Background: an optimization exercise with open tools, aiming at small area and a short achievable clock period. Do not read the settings as production practice. Where RTL was checked, it was by simulation tests only, not by an equivalence proof against the original. Power and IR drop assume default switching activity.

== before ==
// bpu_top
module bpu_top (
   input  logic        clk_i,
   input  logic        rst_i,
   input  logic [31:0] curr_pc_i,
   output logic        pred_taken_o,
   output logic [31:0] pred_target_o,
   output logic        btb_hit_o,
   input  logic        res_valid_i,
   input  logic [31:0] res_pc_i,
   input  logic [31:0] res_target_i,
   input  logic        res_taken_i,
   input  logic        res_mispredict_i,
   output logic [31:0] mispred_cnt_o
);
   branch_predictor u_bp (.*);
endmodule
Size in the first run: about 1,500 flip-flops, about 170 I/O pins, about 65,000 um2 of cells after synthesis.
clock: 7.0 ns
lec_check: 0
cap_margin: 20
core_margin: 2
core_utilization: 40
setup_slack_margin: 2.5
slew_margin: 20
synth_hierarchical: 1
run.sh (not shown) runs the stock make flow with config.mk's settings and CLKGATE_MAP_FILE= SYNTH_SCRIPT=/design/flow/synth_recipe.tcl, a recipe that flattens the netlist after the stock synthesis.
The inputs of after differ from those of before as listed below.
Settings: CTS_CLUSTER_SIZE now 40, previously not set; CTS_CLUSTER_DIAMETER now 60, previously not set.
==> flow/flow/run.sh (new file) <==
#!/bin/bash
# Standard layout (the standard.sh: ORFS from synthesis to the final layout), with
# clock tree synthesis told not to add dummy balancing loads to the clock tree.
set -euo pipefail
cd "$(dirname "$0")/.."
bash standard.sh \
   CTS_ARGS="-sink_clustering_enable -repair_clock_nets -dont_use_dummy_load -sink_clustering_size 40 -sink_clustering_max_diameter 60" \
   finish > flow_make.log 2>&1
==> flow/standard.sh (new file) <==
#!/bin/bash
# synth_recipe.tcl (not shown) runs the flow's synth.tcl, then flattens the netlist and writes it again
# the make line also repeats each setting of config.mk as NAME=value (left out here)
make -C /OpenROAD-flow-scripts/flow DESIGN_CONFIG=/design/flow/config.mk WORK_HOME=/design/flow/orfs CLKGATE_MAP_FILE= SYNTH_SCRIPT=/design/flow/synth_recipe.tcl "${@:-finish}"
removed: flow/run.sh
after -> before: hold slack flat. The first element of the critical path comes out curr_pc_i[6] in one run and curr_pc_i[7] in the other, namely in after and before respectively. Status: maximum clock frequency parity (after, before). before ended up with more cell instances than after did. Comparing after against before, there is no change at all in compound-gate portion of the synthesized area. Against before, via-per-instance ratio in after rose slightly.
No functional check of the RTL was part of any run of this note.

== run 1 ==
The RTL this note starts from:
==> flow/design.v <==
module bp_dec4 (
   input  logic [3:0]  a_i,
   output logic [15:0] y_o
);
   always_comb for (int i = 0; i < 16; i++) y_o[i] = (a_i == 4'(i));
endmodule
module bp_eq2 (
   input  logic [1:0] a_i,
   input  logic [1:0] b_i,
   output logic       y_o
);
   assign y_o = (a_i == b_i);
endmodule
module bp_nand3 (
   input  logic a_i, b_i, c_i,
   output logic y_o
);
   assign y_o = !(a_i && b_i && c_i);
endmodule
module bp_nand2 (
   input  logic a_i, b_i,
   output logic y_o
);
   assign y_o = !(a_i && b_i);
endmodule
module bp_nor3 (
   input  logic a_i, b_i, c_i,
   output logic y_o
);
   assign y_o = !(a_i || b_i || c_i);
endmodule
module bp_nor2 (
   input  logic a_i, b_i,
   output logic y_o
);
   assign y_o = !(a_i || b_i);
endmodule
module bp_nand4 (
   input  logic a_i, b_i, c_i, d_i,
   output logic y_o
);
   assign y_o = !(a_i && b_i && c_i && d_i);
endmodule
module bp_tag_hit_n (
   input  logic        en_i,
   input  logic [25:0] tag_i,
   input  logic [25:0] pc_tag_i,
   output logic        hit_n_o
);
   logic [12:0] eq2;         
   logic [4:0]  ne;          
   logic        eq_a, eq_b;
   for (genvar i = 0; i < 13; i++) begin : g_eq2
      bp_eq2 u_eq2 (.a_i(tag_i[2*i +: 2]), .b_i(pc_tag_i[2*i +: 2]), .y_o(eq2[i]));
   end
   bp_nand3 u_ne0 (.a_i(eq2[0]),  .b_i(eq2[1]),  .c_i(eq2[2]), .y_o(ne[0]));
   bp_nand3 u_ne1 (.a_i(eq2[3]),  .b_i(eq2[4]),  .c_i(eq2[5]), .y_o(ne[1]));
   bp_nand3 u_ne2 (.a_i(eq2[6]),  .b_i(eq2[7]),  .c_i(eq2[8]), .y_o(ne[2]));
   bp_nand2 u_ne3 (.a_i(eq2[9]),  .b_i(eq2[10]),               .y_o(ne[3]));
   bp_nand2 u_ne4 (.a_i(eq2[11]), .b_i(eq2[12]),               .y_o(ne[4]));
   bp_nor3  u_eqa (.a_i(ne[0]), .b_i(ne[1]), .c_i(ne[2]), .y_o(eq_a));
   bp_nor2  u_eqb (.a_i(ne[3]), .b_i(ne[4]),              .y_o(eq_b));
   bp_nand3 u_hit (.a_i(eq_a), .b_i(eq_b), .c_i(en_i), .y_o(hit_n_o));
endmodule
module bp_sel16_part (
   input  logic [15:0] d_i,
   input  logic [15:0] sel_i,
   output logic [3:0]  part_o
);
   always_comb for (int i = 0; i < 4; i++) part_o[i] = |(d_i[4*i +: 4] & sel_i[4*i +: 4]);
endmodule
module bp_mux16 (
   input  logic [15:0] d_i,
   input  logic [3:0]  sel_i,
   output logic        y_o
);
   assign y_o = d_i[sel_i];
endmodule
module bp_sel16 (
   input  logic [15:0] d_i,
   input  logic [15:0] sel_i,
   output logic        y_o
);
   assign y_o = |(d_i & sel_i);
endmodule
module bp_out4 (
   input  logic [3:0] hit_part_i,
   input  logic [3:0] bht_part_i,
   input  logic       row_valid_i,
   input  logic [3:0] target_n_i,
   input  logic [3:0] pc_plus4_n_i,
   output logic [3:0] y_o
);
   logic taken;
   assign taken = (|hit_part_i) && (|bht_part_i) && row_valid_i;
   for (genvar i = 0; i < 4; i++) begin : g_bit
      bp_mux2i u_mux (.s_i(taken), .a0_i(pc_plus4_n_i[i]), .a1_i(target_n_i[i]), .y_o(y_o[i]));
   end
endmodule
module bp_mux2i (
   input  logic s_i,
   input  logic a0_i,
   input  logic a1_i,
   output logic y_o
);
   assign y_o = !(s_i ? a1_i : a0_i);
endmodule
module branch_predictor (
   input  logic        clk_i,
   input  logic        rst_i,
   input  logic [31:0] curr_pc_i,
   output logic        pred_taken_o,
   output logic [31:0] pred_target_o,
   output logic        btb_hit_o,
   input  logic        res_valid_i,
   input  logic [31:0] res_pc_i,
   input  logic [31:0] res_target_i,
   input  logic        res_taken_i,
   input  logic        res_mispredict_i,
   output logic [31:0] mispred_cnt_o
);
   logic [15:0][15:0] bht_hi_q, bht_lo_q;    
   logic [15:0]       bht_row_valid_q;
   logic [15:0]       btb_valid_q;
   logic [15:0][25:0] btb_tag_q;
   logic [15:0][31:0] btb_target_q;
   logic [3:0]        ghr_q;
   logic [31:0]       cnt_q;
   logic [3:0]        lk_idx;
   logic [15:0]       lk_dec, lk_col_dec, entry_hit_n;
   logic [1:0][3:0]   hit_part, bht_part;   
   logic [15:0][15:0] bht_hi_t;              
   logic [15:0]       bht_row;               
   logic              row_valid;
   logic [31:0]       pc_plus4, btb_target_sel;
   assign lk_idx = curr_pc_i[5:2];
   bp_dec4 u_lk_dec  (.a_i(lk_idx),                  .y_o(lk_dec));
   bp_dec4 u_col_dec (.a_i(curr_pc_i[5:2] ^ ghr_q),  .y_o(lk_col_dec));
   for (genvar e = 0; e < 16; e++) begin : g_lk_btb
      bp_tag_hit_n u_hit (
         .en_i    (btb_valid_q[e] && lk_dec[e]),
         .tag_i   (btb_tag_q[e]),
         .pc_tag_i(curr_pc_i[31:6]),
         .hit_n_o (entry_hit_n[e])
      );
   end
   for (genvar h = 0; h < 2; h++) begin : g_hit_half
      for (genvar i = 0; i < 4; i++) begin : g_hit_part
         bp_nand4 u_part (
            .a_i(entry_hit_n[4*i]),   .b_i(entry_hit_n[4*i+1]),
            .c_i(entry_hit_n[4*i+2]), .d_i(entry_hit_n[4*i+3]),
            .y_o(hit_part[h][i])
         );
      end
   end
   assign btb_hit_o = |hit_part[0];
   for (genvar c = 0; c < 16; c++) begin : g_lk_col
      for (genvar r = 0; r < 16; r++) begin : g_t
         assign bht_hi_t[c][r] = bht_hi_q[r][c];
      end
      if (c < 8) begin : g_lo_first
         bp_mux16 u_row (.d_i(bht_hi_t[c]), .sel_i(curr_pc_i[9:6]), .y_o(bht_row[c]));
      end else begin : g_hi_first
         logic [15:0] d_swap;
         for (genvar r = 0; r < 16; r++) begin : g_s
            assign d_swap[{r[1:0], r[3:2]}] = bht_hi_t[c][r];
         end
         bp_mux16 u_row (.d_i(d_swap), .sel_i({curr_pc_i[7:6], curr_pc_i[9:8]}), .y_o(bht_row[c]));
      end
   end
   bp_mux16 u_row_valid (.d_i(bht_row_valid_q), .sel_i(curr_pc_i[9:6]), .y_o(row_valid));
   for (genvar h = 0; h < 2; h++) begin : g_col_half
      bp_sel16_part u_col (.d_i(bht_row), .sel_i(lk_col_dec), .part_o(bht_part[h]));
   end
   assign pc_plus4     = curr_pc_i + 32'd4;
   assign pred_taken_o = (|hit_part[0]) && (|bht_part[0]) && row_valid;
   for (genvar g = 0; g < 8; g++) begin : g_out
      bp_out4 u_out (
         .hit_part_i  (hit_part[g/4]),
         .bht_part_i  (bht_part[g/4]),
         .row_valid_i (row_valid),
         .target_n_i  (~btb_target_sel[4*g +: 4]),
         .pc_plus4_n_i(~pc_plus4[4*g +: 4]),
         .y_o         (pred_target_o[4*g +: 4])
      );
   end
   assign btb_target_sel = btb_target_q[lk_idx];
   assign mispred_cnt_o = cnt_q;
   logic [3:0]  up_row, up_col;
   logic        old_hi, old_lo, new_hi, new_lo;
   logic [15:0] col_hit, col_we, col_d_hi, col_d_lo;
   logic        up_row_valid;
   assign up_row = res_pc_i[9:6];
   assign up_col = res_pc_i[5:2] ^ ghr_q;
   assign old_hi = up_row_valid ? bht_hi_q[up_row][up_col] : 1'b0;
   assign old_lo = up_row_valid ? bht_lo_q[up_row][up_col] : 1'b1;
   assign new_hi = (old_hi & old_lo) | (res_taken_i & (old_hi | old_lo));
   assign new_lo = (old_hi & ~old_lo) | (res_taken_i & (old_hi | ~old_lo));
   assign up_row_valid = bht_row_valid_q[up_row];
   always_comb begin
      for (int c = 0; c < 16; c++) begin
         col_hit[c]  = (up_col == 4'(c));
         col_we[c]   = col_hit[c] || !up_row_valid;
         col_d_hi[c] = col_hit[c] & new_hi;
         col_d_lo[c] = ~col_hit[c] | new_lo;
      end
   end
   for (genvar r = 0; r < 16; r++) begin : g_bht_row
      logic row_we;
      assign row_we = res_valid_i && (up_row == 4'(r));
      always_ff @(posedge clk_i or posedge rst_i) begin
         if (rst_i) bht_row_valid_q[r] <= 1'b0;
         else if (row_we) bht_row_valid_q[r] <= 1'b1;
      end
      for (genvar c = 0; c < 16; c++) begin : g_bht_col
         always_ff @(posedge clk_i) begin
            if (row_we && col_we[c]) begin
               bht_hi_q[r][c] <= col_d_hi[c];
               bht_lo_q[r][c] <= col_d_lo[c];
            end
         end
      end
   end
   logic [3:0] up_btb;
   assign up_btb = res_pc_i[5:2];
   for (genvar e = 0; e < 16; e++) begin : g_btb
      logic we;
      assign we = res_valid_i && res_taken_i && (up_btb == 4'(e));
      always_ff @(posedge clk_i or posedge rst_i) begin
         if (rst_i) btb_valid_q[e] <= 1'b0;
         else if (we) btb_valid_q[e] <= 1'b1;
      end
      always_ff @(posedge clk_i) begin
         if (we) begin
            btb_tag_q[e]    <= res_pc_i[31:6];
            btb_target_q[e] <= res_target_i;
         end
      end
   end
   always_ff @(posedge clk_i or posedge rst_i) begin
      if (rst_i) begin
         ghr_q <= '0;
         cnt_q <= '0;
      end else if (res_valid_i) begin
         ghr_q <= {ghr_q[2:0], res_taken_i};
         if (res_mispredict_i) cnt_q <= cnt_q + 32'd1;
      end
   end
endmodule
module bpu_top (
   input  logic        clk_i,
   input  logic        rst_i,
   input  logic [31:0] curr_pc_i,
   output logic        pred_taken_o,
   output logic [31:0] pred_target_o,
   output logic        btb_hit_o,
   input  logic        res_valid_i,
   input  logic [31:0] res_pc_i,
   input  logic [31:0] res_target_i,
   input  logic        res_taken_i,
   input  logic        res_mispredict_i,
   output logic [31:0] mispred_cnt_o
);
   branch_predictor u_bp (.*);
endmodule
Settings: LEC_CHECK=0, CAP_MARGIN=20, CORE_MARGIN=2, CORE_UTILIZATION=40, CTS_CLUSTER_DIAMETER=60, CTS_CLUSTER_SIZE=40, SETUP_SLACK_MARGIN=1.5, SLEW_MARGIN=20, SYNTH_HIERARCHICAL=1; clock period 7.0 ns.
standard.sh (not shown) runs the stock make flow with config.mk's settings and CLKGATE_MAP_FILE= SYNTH_SCRIPT=/design/flow/synth_recipe.tcl, a recipe that flattens the netlist after the stock synthesis.
==> flow/flow/run.sh <==
#!/bin/bash
# Standard layout (the standard.sh: ORFS from synthesis to the final layout), with
# clock tree synthesis told not to add dummy balancing loads to the clock tree.
set -euo pipefail
cd "$(dirname "$0")/.."
bash standard.sh \
   CTS_ARGS="-sink_clustering_enable -repair_clock_nets -dont_use_dummy_load -sink_clustering_size 40 -sink_clustering_max_diameter 60" \
   BUFFER_PORTS_ARGS="-buffer_cell sky130_fd_sc_hd__buf_2" \
   finish > flow_make.log 2>&1
Run 1 was carried through to the last stage, and its layout satisfied the timing, design-rule and antenna checks.
Inputs modified between run 1 and run 2:
Settings: SETUP_SLACK_MARGIN changed from 1.5 to 2.0.
--- a/flow/flow/run.sh
+++ b/flow/flow/run.sh
@@ -2,2 +2,5 @@
-# Standard layout (the standard.sh: ORFS from synthesis to the final layout), with
-# clock tree synthesis told not to add dummy balancing loads to the clock tree.
+# Standard layout (the standard.sh: ORFS from synthesis to the final layout, with the
+# standard synthesis), changed in two places:
+#  - every input and output port still gets its own buffer, but a buf_2 rather than the delay
+#    buffer the port buffering would pick; timing repair sizes up the ones on critical paths.
+# make's full output goes to flow_make.log; ORFS keeps each step's log under orfs/logs/.
--- outcome ---
Run 2: no failed stages, no open violations at the end
Diff run 2 and run 1: final period demand of the worst path lower in run 2
Met1 routing resource usage after global routing: higher on run 2
Run 2 vs. run 1: clock skew went down by 0.038 ns.
Compare run 2 and run 1 | period utilization lower: run 2
Summary of run 2 over run 1: number of clock buffers inserted by TritonCTS increased 3; total via count after detailed routing +272; final area increased by 1.2% relative to the old numbers; share of power burned in combinational logic climbed 0.5 points.
diff inputs: run 2 => run 3
==> flow/flow/run.sh <==
#!/bin/bash
# Standard layout (the standard.sh: ORFS from synthesis to the final layout), with
# clock tree synthesis told not to add dummy balancing loads to the clock tree.
set -euo pipefail
cd "$(dirname "$0")/.."
bash standard.sh \
   CTS_ARGS="-sink_clustering_enable -repair_clock_nets -dont_use_dummy_load -sink_clustering_size 40 -sink_clustering_max_diameter 60" \
   BUFFER_PORTS_ARGS="-buffer_cell sky130_fd_sc_hd__buf_2" \
   finish > flow_make.log 2>&1
--- outcome ---
Diff run 2..run 3 | amount of wire on met2 after detailed routing | negligible
Comparing run 3 against run 2, there is no change at all in synthesized area.
Reported for run 3 and run 2, number of instances in the placed design turned out identical to the last digit.
Re critical path depth: no difference whatsoever between run 3 and run 2.
Per the comparison of run 3 with run 2, routed wire length about even; number of placed I/O pins about even; maximum cell stage delay along the critical path about even.
Looking at run 3 and run 2, the number of rows created at floorplan is a wash.
Mean instance size in the synthesized netlist across run 3 and run 2: no real change.
Reported for run 3 and run 2, number of cell instances on the worst register-to-register path turned out identical to the last digit.
Reported for run 3 and run 2, final area turned out identical to the last digit.

[separate check: timing with driven ports]
The flow's constraints put no driver on any port. The routed layouts listed below were extracted and timed again, unchanged, in two steps.
Step 1 assumes that a clkbuf_16 drives the clock port and a buf_2 every other input.
Step 2 adds t to the input delays and takes it off the output delays; t is the mean of the earliest and latest rising clock arrival at the registers after step 1. Input paths then give back, and output paths get back, about the clock's delay inside the block.
Slacks: ideal ports / drivers / drivers and shift; pairs: ideal ports / drivers.
run	shift t [ns]	setup slack, ns	worst hold slack (ns)	worst setup path at the end	clock arrival spread, ns
before	0.861	1.248 / 1.014 / 1.014	0.458 / 0.458 / 0.458	input to output	0.071 / 0.071
after	0.790	1.243 / 1.158 / 1.158	0.458 / 0.458 / 0.458	input to output	0.105 / 0.105
run 1	0.769	1.492 / 1.235 / 0.886	0.464 / 0.464 / 0.464	input to register	0.135 / 0.135
run 2	0.791	1.527 / 1.208 / 1.208	0.457 / 0.457 / 0.457	input to output	0.127 / 0.126
run 3	0.791	1.527 / 1.208 / 1.208	0.457 / 0.457 / 0.457	input to output	0.127 / 0.126
After both steps every run listed still meets setup and hold. The setup slack of run 1, which loses most, moves by -0.257 ns with the drivers and by -0.606 ns with both steps.
